From an optimization exercise on the open Yosys and OpenROAD flow, aimed at small area; shortcuts taken in it are not production practice.
The RTL was checked by simulation tests, not by an equivalence proof against the original design.
No activity file was given, so power comes from the tool's default toggle rates.

==> design/flow/design.v <==
package aukv_rf_pkg;
  localparam int RF_DEF_XLEN  = 32;
  localparam int RF_DEF_NREGS = 32;
  localparam int RF_ZERO_REG  = 0;
  function automatic int rf_aw(input int nregs);
    rf_aw = (nregs < 2) ? 1 : $clog2(nregs);
  endfunction
  localparam int RF_DEF_AW = rf_aw(RF_DEF_NREGS);
endpackage
import aukv_rf_pkg::*;
module aukv_rf_scoreboard
#(
  parameter int NREGS = RF_DEF_NREGS,
  parameter int NRD   = 2,
  parameter int NWR   = 1,
  parameter int AW    = (NREGS < 2) ? 1 : $clog2(NREGS)
) (
  input  logic              i_clk,
  input  logic              i_rst,
  input  logic [NWR-1:0]    i_we,
  input  logic [NWR*AW-1:0] i_rd_addr,
  input  logic              i_alloc,
  input  logic [AW-1:0]     i_alloc_addr,
  input  logic [NRD*AW-1:0] i_rs_addr,
  output logic [NRD-1:0]    o_ready,
  output logic [NREGS-1:0]  o_pending
);
  logic [NREGS-1:0] r_pending;
  logic [NREGS-1:0] w_pending_nxt;
  always_comb begin
    w_pending_nxt = r_pending;
    for (int j = 0; j < NWR; j++) begin
      if (i_we[j]) w_pending_nxt[i_rd_addr[j*AW +: AW]] = 1'b0;
    end
    if (i_alloc && (i_alloc_addr != AW'(RF_ZERO_REG))) w_pending_nxt[i_alloc_addr] = 1'b1;
  end
  always_ff @(posedge i_clk or posedge i_rst) begin
    if (i_rst) r_pending <= '0;
    else       r_pending <= w_pending_nxt;
  end
  always_comb begin
    o_ready = '1;
    for (int k = 0; k < NRD; k++) begin
      o_ready[k] = ~r_pending[i_rs_addr[k*AW +: AW]];
    end
  end
  assign o_pending = r_pending;
endmodule
import aukv_rf_pkg::*;
module aukv_gpr_regfile_mp
#(
  parameter int XLEN  = RF_DEF_XLEN,
  parameter int NREGS = RF_DEF_NREGS,
  parameter int NRD   = 2,
  parameter int NWR   = 2,
  parameter int AW    = (NREGS < 2) ? 1 : $clog2(NREGS)
) (
  input  logic                i_clk,
  input  logic                i_rst,
  input  logic [NRD*AW-1:0]   i_rs_addr,
  output logic [NRD*XLEN-1:0] o_rs_data,
  output logic [NRD-1:0]      o_rs_ready,
  input  logic [NWR-1:0]      i_we,
  input  logic [NWR*AW-1:0]   i_rd_addr,
  input  logic [NWR*XLEN-1:0] i_wdata,
  input  logic                i_alloc,
  input  logic [AW-1:0]       i_alloc_addr,
  output logic [NREGS-1:0]    o_pending
);
  logic [XLEN-1:0] r_regs [NREGS];
  logic [NRD-1:0]  w_sb_ready;
  logic [AW-1:0]   w_rs_a [NRD];
  aukv_rf_scoreboard #(
    .NREGS (NREGS),
    .NRD   (NRD),
    .NWR   (NWR),
    .AW    (AW)
  ) u_scoreboard (
    .i_clk        (i_clk),
    .i_rst        (i_rst),
    .i_we         (i_we),
    .i_rd_addr    (i_rd_addr),
    .i_alloc      (i_alloc),
    .i_alloc_addr (i_alloc_addr),
    .i_rs_addr    (i_rs_addr),
    .o_ready      (w_sb_ready),
    .o_pending    (o_pending)
  );
  always_ff @(posedge i_clk or posedge i_rst) begin
    if (i_rst) begin
      for (int a = 0; a < NREGS; a++) r_regs[a] <= '0;
    end else begin
      for (int j = 0; j < NWR; j++) begin
        if (i_we[j] && (i_rd_addr[j*AW +: AW] != AW'(RF_ZERO_REG)))
          r_regs[i_rd_addr[j*AW +: AW]] <= i_wdata[j*XLEN +: XLEN];
      end
    end
  end
  always_comb begin
    for (int k = 0; k < NRD; k++) w_rs_a[k] = i_rs_addr[k*AW +: AW];
  end
  always_comb begin
    o_rs_data  = '0;
    o_rs_ready = w_sb_ready;
    for (int k = 0; k < NRD; k++) begin
      if (w_rs_a[k] != AW'(RF_ZERO_REG)) o_rs_data[k*XLEN +: XLEN] = r_regs[w_rs_a[k]];
      for (int j = 0; j < NWR; j++) begin
        if (i_we[j] && (i_rd_addr[j*AW +: AW] == w_rs_a[k]) &&
            (w_rs_a[k] != AW'(RF_ZERO_REG))) begin
          o_rs_data[k*XLEN +: XLEN] = i_wdata[j*XLEN +: XLEN];
          if (!(i_alloc && (i_alloc_addr == w_rs_a[k]))) o_rs_ready[k] = 1'b1;
        end
      end
    end
  end
endmodule
==> design/flow/run.sh <==
#!/bin/bash
# synth_recipe.tcl (not shown) runs the flow's synth.tcl, then flattens the netlist and writes it again
# the make line also repeats each setting of config.mk as NAME=value (left out here)
make -C /OpenROAD-flow-scripts/flow DESIGN_CONFIG=/design/flow/config.mk WORK_HOME=/design/flow/orfs CLKGATE_MAP_FILE= SYNTH_SCRIPT=/design/flow/synth_recipe.tcl finish
==> design/flow/config.mk <==
export PLATFORM = sky130hd
export DESIGN_NAME = aukv_gpr_regfile_mp
export DESIGN_NICKNAME = aukv_gpr_regfile_mp
export VERILOG_FILES = /design/flow/design.v
export SDC_FILE = /design/flow/constraint.sdc
export NUM_CORES = 4
export LEC_CHECK = 0
export CAP_MARGIN = 20
export CORE_MARGIN = 2
export CORE_UTILIZATION = 30
export PLACE_DENSITY = 0.4
export SETUP_SLACK_MARGIN = 0.3
export SLEW_MARGIN = 20
==> design/flow/constraint.sdc <==
create_clock -name core_clock -period 8.0 [get_ports {i_clk}]
set_input_delay 1.6000 -clock core_clock [delete_from_list [all_inputs] [get_ports {i_clk}]]
set_output_delay 1.6000 -clock core_clock [all_outputs]
set_load 0.01 [all_outputs]
==> flow_metrics.tcl <==
set metrics [dict create \
    status "no timing/DRC/antenna violations" \
    regArea_um2 25620 \
    slew_headroom_pct 12.45 \
    synth.distinct_cells 71 \
    yosysSeqAreaShare_pct 40.41 \
    h-tree-depth 4 \
    cp-end-kind "primary output" \
    synthesis.nets 7276 \
    crit_required_ns 6.40 \
    fp.dieArea_um2 215100 \
    powerDensity_nw_per_um2 252.2 \
    routed-via-count 67270 \
    multi_input_area_um2 35310 \
    final_area_um2 74480 \
    p_leak_nw 32.32 \
    ctsLongestPathBuffers 3 \
    post-route-min-period_ns 7.316 \
    grt_pass1_vias 61490 \
    start_util_pct 30.23 \
    clkTransAtPathRegs_ns 0.06 \
    place_congestion 1.003 \
    hold_class "reg2reg" \
    path_max_fanout 27 \
    cap_violations 0 \
    antenna_found_initial 52 \
    cts_sinks 1024 \
    root_buffer "clkbuf_16" \
    vdd_drop_max_mv 0.2695 \
    synthTopCellsByArea "dfrtp_1 40%, mux2i_1 16%, a22oi_1 8.0%, a21oi_1 5.0%, nor2_1 4.2%" \
    cp-start-kind "input pin" \
    grtUsageTotal_pct 40.60 \
    crit_type "in2out" \
    wl_per_cell_um 45.34 \
    synth_edf_count 0 \
    synth_top_cell_by_area "dfrtp_1" \
    fp.dieH_um 463.8 \
    grt_pass1_wl_mm 594.9 \
    worst_pin_slew_ns 1.310 \
    fin_crit_sh_pct 91.44 \
    rsz0062_at_grt "no" \
    placed_area_um2 69770 \
    cts_tree "built" \
    dpl.cell_count 9717 \
    ant_nets 0 \
    timing.setup.tns_ns 0 \
    initialDrtViolationCount 12700 \
    drive_gt1_share_pct 11.69 \
    final_cells 9995 \
    clock_skew_ns 0 \
    yosys.area.top_type_share_pct 40.41 \
    num_io_pins 192 \
    numCtsBuffers 136 \
    drc 0 \
    area_delta_synth_final_pct 17.44 \
    pre_cts_ws_ns 0.8185 \
    nNetsFinal 7168 \
    avgSynthCellArea_um2 8.850 \
    viasPerCell 6.731 \
    synth_ff_type "dfrtp_1" \
    post-route-util_pct 35.50 \
    cts_setup_buffers 0 \
    ctsResizeCount 0 \
    fillCellCount 21460 \
    yosys_warnings 4 \
    ys_seq_elements 1024 \
    drv_slew 0 \
    grt_max_degree 131 \
    clk_latency_ns 0.84 \
    cp_data_arrival_time_ns 5.72 \
    cts_hold_buf 0 \
    num_rows 168 \
    hold_violations 0 \
    die_x_um 463.8 \
    finalSetupViolCount 0 \
    synthArstFlopShare_pct 100.0 \
    dpl.hpwl_mm 293.3 \
    synth_area_um2 63420 \
    grt_overflow 0 \
    port_buffers 191 \
    drtPass1Iterations 11 \
    fin_ws_ns 0.6845 \
    core_area_um2 209800 \
    max_clock_freq_ghz 0.1367 \
    routed_wl_mm 453.2 \
    netlist_instances 7166 \
]
[cells in the mapped netlist (all sizes together), types with 4 or more instances]
| cell | count |
|---|---|
| a221oi | 7 |
| xnor2 | 24 |
| nand2 | 528 |
| nor2 | 726 |
| mux4 | 21 |
| nor4 | 64 |
| ha | 16 |
| or2 | 4 |
| or3b | 9 |
| buf | 276 |
| a2111oi | 134 |
| dfrtp | 1024 |
| o21ai | 480 |
| mux2 | 12 |
| nand4 | 103 |
| nor3 | 26 |
| mux2i | 985 |
| a2111o | 5 |
| and3 | 421 |
| a22o | 15 |
| a21oi | 632 |
| a32oi | 16 |
| xor2 | 16 |
| clkbuf | 570 |
| o311ai | 4 |
| a222oi | 5 |
| nand4b | 6 |
| nand2b | 10 |
| nor2b | 20 |
| o221ai | 16 |
| and2 | 8 |
| o22ai | 8 |
| a31oi | 5 |
| and3b | 10 |
| or3 | 11 |
| a22oi | 677 |
| o211ai | 14 |
| nor3b | 19 |
| inv | 15 |
| nand3b | 18 |
| nand3 | 180 |
[worst max-delay path: stages]
cell	delay, ns
buf_2	0.57
and3b_2	0.52
buf_12	0.28
and3_1	0.24
a2111oi_0	0.42
nand3_1	0.16
nor4_2	0.84
buf_4	0.24
o21ai_1	0.15
clkdlybuf4s50_1	0.57
[path summary, 6_finish.rpt]
kind,start,endpoint,slack [ns],cells past startpoint
hold reg to reg,r_regs[23][4]$_DFF_PP0_,r_regs[23][4]$_DFF_PP0_,0.60,2
setup reg to reg,r_regs[9][26]$_DFF_PP0_,r_regs[9][26]$_DFF_PP0_,6.99,2
setup / recovery,i_rs_addr[7],o_rs_data[32],0.68,10
max in group asynchronous,i_rst,r_regs[30][27]$_DFF_PP0_,4.95,4
min in group asynchronous,i_rst,r_regs[13][31]$_DFF_PP0_,1.33,2
hold / removal,r_regs[23][4]$_DFF_PP0_,r_regs[23][4]$_DFF_PP0_,0.60,2
[state kept, by name, indices dropped and copies added (netlist names)]
register,count
u_scoreboard.r_pending,32
r_regs,992
[layout make-up]
type	count	area share, %
inverters	15	0.08063
repair buffers	600	7.314
well taps	2805	4.712
clock inverters	38	0.6232
multi-input cells	5281	47.41
flip-flops and latches	1024	34.40
diodes	32	0.1075
clock buffers	200	5.352
[layout by cell type (no fill, tap or decap), types with 17 or more instances in the layout]
cell type and instances:
buf_4 367, nor2_4 88, mux2i_1 985, dfrtp_1 1024, nor4_1 61, nand3_4 19
buf_2 17, nand2_1 517, nor2_1 638, clkbuf_16 138, clkdlybuf4s50_1 174, a21oi_1 632
o21ai_1 46, clkbuf_8 30, a22oi_1 677, nand3b_1 17, nor3_1 20, buf_12 37
xnor2_1 24, clkbuf_1 32, a2111oi_0 133, diode_2 32, o21ai_0 434, nand3_1 161
nand4_1 103, mux4_2 21, and3_1 417
[through the flow]
stage	total power [W]	hold slack [ns]
6_report	0.01878	0.6015
5_1_grt	0.01928	0.6179
3_5_place_dp	0.01222	0.5780
4_1_cts	0.01857	0.5940
2_1_floorplan	0.009814	0.5212
3_3_place_gp	0.01220	0.5639
[power by group]
part	switching, W	internal (W)	leakage (nW)
Combinational	0.00212	0.00162	17.7
Sequential	0.00207	0.00660	12.4
Clock	0.00274	0.00363	2.18
[cells by family after synthesis]
logic type,synth area share [%]
AOI/OAI and AO/OA,20.13
xor gates and xnor gates,0.5524
adders and majority gates,0.3157
buffers and inverters,5.649
DFF,40.41
muxes,16.51
and+or+nand+nor,16.44
[per-layer routing]
layer	track usage, %	vias up	share of wire, %
met2	59.02	5695	42
li1	-	26120	-
met1	52.39	33720	39
met4	24.23	24	7.3
met5	0.1783	-	0.046
met3	12.93	1713	11

-- what the ideal ports hide --
Ports are ideal in the flow. The routed layout listed here was re-timed in OpenROAD. Step 1 sets driving cells, clkbuf_16 on the clock port and buf_2 on the other inputs (assumed; they add their load-dependent delay and slew). Step 2 adds t to the input delays and takes it off the output delays; t is the mean of the earliest and latest rising clock arrival at the registers after step 1. Input paths then give back, and output paths get back, about the clock's delay inside the block. Slacks: no drivers / after step 1 / after step 2; pairs: no drivers / after step 1.
t (ns): 0.942
slack for setup (ns): 0.684 / 0.661 / 0.661
hold WS [ns]: 0.602 / 0.602 / 0.602
worst slew at a driven data input, ns: 0.20
After both steps setup and hold are still met in this run. For this run, drivers alone change the setup slack by -0.023 ns; drivers and shift together by -0.023 ns.
